Context: an optimization exercise on an open-source flow, tuned for small area, a short achievable clock period and few clock cycles per item. The choices shown serve that exercise and are no tape-out recipe. Where RTL was checked, it was by simulation tests only, not by an equivalence proof against the original. Power and IR drop assume default switching activity.

## vector_floating_point_divide_unit_iterative
module vector_floating_point_divide_unit_iterative #(
  parameter int VLEN = 128,
  parameter int SEW  = 32
) (
  input  logic            clock,
  input  logic            reset,
  input  logic            flush,
  input  logic            in_valid,
  output logic            in_ready,
  input  logic            reverse,
  input  logic [VLEN-1:0] vs2,
  input  logic [VLEN-1:0] vs1,
  output logic            out_valid,
  input  logic            out_ready,
  output logic [VLEN-1:0] vd,
  output logic [4:0]      fflags
);
For scale: ~5,300 cells after synthesis, roughly 550 flip-flops, ~400 I/O pins, roughly 0.049 sq mm of cells after synthesis.
export LEC_CHECK = 0
export CAP_MARGIN = 20
export CORE_MARGIN = 2
export CORE_UTILIZATION = 40
export SETUP_SLACK_MARGIN = 2.6
export SLEW_MARGIN = 20
create_clock -name core_clock -period 5.5 [get_ports {clock}]
run.sh (not shown) runs the stock make flow with config.mk's settings and CLKGATE_MAP_FILE= SYNTH_SCRIPT=/design/flow/synth_recipe.tcl, a recipe that flattens the netlist after the stock synthesis.
The baseline ran to the end with no violations.
Testbench counts at the start, summed over its fixed seeds: cycles 26,904, items 1,920.
==> next run, changes <==
==> flow/flow/run.sh (new file) <==
#!/bin/bash
set -o pipefail
cp standard.sh standard_sh.txt
export BUFFER_PORTS_ARGS="-buffer_cell sky130_fd_sc_hd__buf_1"
bash standard.sh > standard.log 2>&1
==> flow/standard.sh (new file) <==
#!/bin/bash
# synth_recipe.tcl (not shown) runs the flow's synth.tcl, then flattens the netlist and writes it again
# the make line also repeats each setting of config.mk as NAME=value (left out here)
make -C /OpenROAD-flow-scripts/flow DESIGN_CONFIG=/design/flow/config.mk WORK_HOME=/design/flow/orfs CLKGATE_MAP_FILE= SYNTH_SCRIPT=/design/flow/synth_recipe.tcl "${@:-finish}"
--- a/flow/config.mk
+++ b/flow/config.mk
@@ -11 +11 @@
-export SETUP_SLACK_MARGIN = 2.6
+export SETUP_SLACK_MARGIN = 1.5
removed: flow/run.sh
=> Hold slack is better by 0.0047 ns; synthesized cell count stays the same; synthesized area is unchanged; sequential power rose by about 0.6%; die area stays the same.
==> next run, changes <==
==> flow/run.sh (new file) <==
#!/bin/bash
# synth_recipe.tcl (not shown) runs the flow's synth.tcl, then flattens the netlist and writes it again
# the make line also repeats each setting of config.mk as NAME=value (left out here)
make -C /OpenROAD-flow-scripts/flow DESIGN_CONFIG=/design/flow/config.mk WORK_HOME=/design/flow/orfs CLKGATE_MAP_FILE= SYNTH_SCRIPT=/design/flow/synth_recipe.tcl finish
--- a/flow/config.mk
+++ b/flow/config.mk
@@ -11 +10,0 @@
-export SETUP_SLACK_MARGIN = 1.5
removed: flow/flow/run.sh
removed: flow/standard.sh
What happened:
- The changed run completed without violations
- register-to-register slack is worse by 0.64 ns
- die area is unchanged
- clock-buffer cell count came out lower by 3
- cell area went up by 1.4%
- worst setup slack is worse by 0.64 ns
- total power went down by 6.5%
- maximum frequency drops by 14%
- synthesized cell count stays the same
- wire length shrinks by about 0.9%
- sequential power stays flat
- via count is lower by 1.8%
==> next run, changes <==
--- a/flow/config.mk
+++ b/flow/config.mk
@@ -10,0 +11 @@
+export SETUP_SLACK_MARGIN = 1.5
=>
- The changed run completed with no timing, DRC or antenna violations
- first-iteration DRC count climbs by roughly a tenth
- routed wire length climbs slightly
- area after synthesis is unchanged
- power climbs by roughly a tenth
- via count climbs slightly
- utilization climbs by 1.8 points
- sequential power hardly moves
- combinational power climbs by about a fifth
- non-clock buffer count climbs by 98


== run A ==
vector_floating_point_divide_unit_iterative, a different RTL version from the one above (not shown whole).
Size in the first run: ~650 flip-flops, roughly 400 I/O pins.
==> flow/config.mk <==
export PLATFORM = sky130hd
export DESIGN_NAME = vector_floating_point_divide_unit_iterative
export DESIGN_NICKNAME = vector_floating_point_divide_unit_iterative
export VERILOG_FILES = /design/flow/design.v
export SDC_FILE = /design/flow/constraint.sdc
export NUM_CORES = 4
export LEC_CHECK = 0
export CAP_MARGIN = 20
export CORE_MARGIN = 2
export CORE_UTILIZATION = 40
export SETUP_SLACK_MARGIN = 2.0
export SLEW_MARGIN = 20
==> flow/constraint.sdc <==
create_clock -name core_clock -period 5.5 [get_ports {clock}]
set_input_delay 1.1000 -clock core_clock [delete_from_list [all_inputs] [get_ports {clock}]]
set_output_delay 1.1000 -clock core_clock [all_outputs]
set_load 0.01 [all_outputs]
standard.sh (not shown) runs the stock make flow with config.mk's settings and CLKGATE_MAP_FILE= SYNTH_SCRIPT=/design/flow/synth_recipe.tcl, a recipe that flattens the netlist after the stock synthesis.
==> flow/flow/run.sh <==
#!/bin/bash
set -o pipefail
cp standard.sh standard_sh.txt
export BUFFER_PORTS_ARGS="-buffer_cell sky130_fd_sc_hd__buf_1"
bash standard.sh > standard.log 2>&1
[inputs] run B vs run A
- setting TNS_END_PERCENT to 0 for the first time
- changing CORE_UTILIZATION from 40 to 50
Results
On total global routing track utilization, the lower figure sits with run A, not run B. Run A → run B: total CTS buffers has decreased, layout overhead on the synthesized area has decreased. Diff run B..run A | synthesized cell count | negligible. Of run B and run A, run A shows the lower part of the power in the clock network, with run B above it. Between run B and run A, the final non-filler cell area is lower for run B.
Changes in run C relative to run B:
- a change of SETUP_SLACK_MARGIN from 2.0 to 1.3
- a change of CORE_UTILIZATION from 50 to 40
- a deleted TNS_END_PERCENT that had been 0
Results
Relative to run B, the final cell area reported for run C is lower.
The first-iteration DRC count of run C was superior to that of run B.
For the met1 track demand over resource in global routing, run C came in 8.3 points lower than run B did.
Run C vs run B, count of non-filler cells in the finished layout went up by 281.
In the metrics for run C and run B, the one carrying the lower area occupied by multi-input gates is run C.
Compared with run B, run C shows a lower fraction of standard cell area in multi-input logic.
Run C reports a lower number of buffer and inverter stages on the critical path than run B does.
Per the comparison of run C with run B, required time reported for the critical path endpoint -0.12 ns; transition time at the pin with the least slew margin +0.12 ns; pre-CTS worst setup slack -0.085 ns; combinational group share of total power -2.2 points.
Inputs modified between run C and run D:
- a change of SETUP_SLACK_MARGIN from 1.3 to 2.5
==> comparison <==
Compared with run C, in run D non-clock buffer count now sits higher; clock-cell share of area went down by 0.86 points.
The flow did not stop early for run D: all stages ran, and the layout cleared the timing, DRC and antenna checks.
[run D] total global routing track utilization rose 2.8 points relative to run C
Compared with run C, in run D combinational-cell power consumption climbed about 50%; actual transition at the worst max-transition pin dropped 0.066 ns.
Input changes introduced in run E (baseline for comparison: run D):
- SETUP_SLACK_MARGIN now 1.5, was 2.5
Results
Run E: area share of buffers outside the clock network 5.7 points below run D. Placed instance area (lower): run E. Comparing run E and run D, the lower total number of vias was measured on run E. A highest signal layer in the routed design of met5 is what run D shows, while met4 belongs to run E. Run E gives less wire length of the first global-routing pass than run D did. Run E vs. run D: overall power fell 20%, final-layout worst hold slack saw a decrease, chip height comparable.
No run of this note included a check of the RTL's function; only the layout flow was run.

separate check: timing with driven ports:
No port has a modelled driver above. Below, the same layouts with a new extraction and two added sets of constraints.
Step 1 sets driving cells, clkbuf_16 on the clock port and buf_2 on the other inputs (assumed; they add their load-dependent delay and slew).
Step 2 moves the port delays by t, midway between the first and last clock arrival at a register: inputs arrive t later, outputs are due t later. That takes back most of the time a late clock gives input paths.
Three values: ideal, step 1, step 2; two values: the first two.
run	t (ns)	setup WS [ns]	worst setup path at the end
the first run of note 1	0.722	1.629 / 1.629 / 1.103	input to register
the second run of note 1	0.698	1.520 / 1.520 / 0.997	input to register
the third run of note 1	0.706	0.877 / 0.877 / 0.616	input to register
the fourth run of note 1	0.703	1.566 / 1.566 / 0.984	input to register
run A	0.738	1.622 / 1.622 / 1.164	input to register
run B	0.709	1.695 / 1.695 / 1.181	input to register
run C	0.724	1.455 / 1.455 / 0.832	input to register
run D	0.728	1.696 / 1.696 / 1.302	input to register
run E	0.727	1.604 / 1.604 / 0.984	input to register
After both steps setup and hold are still met in every run listed. For run C, which loses most, drivers alone change the setup slack by 0.000 ns; drivers and shift together by -0.623 ns.
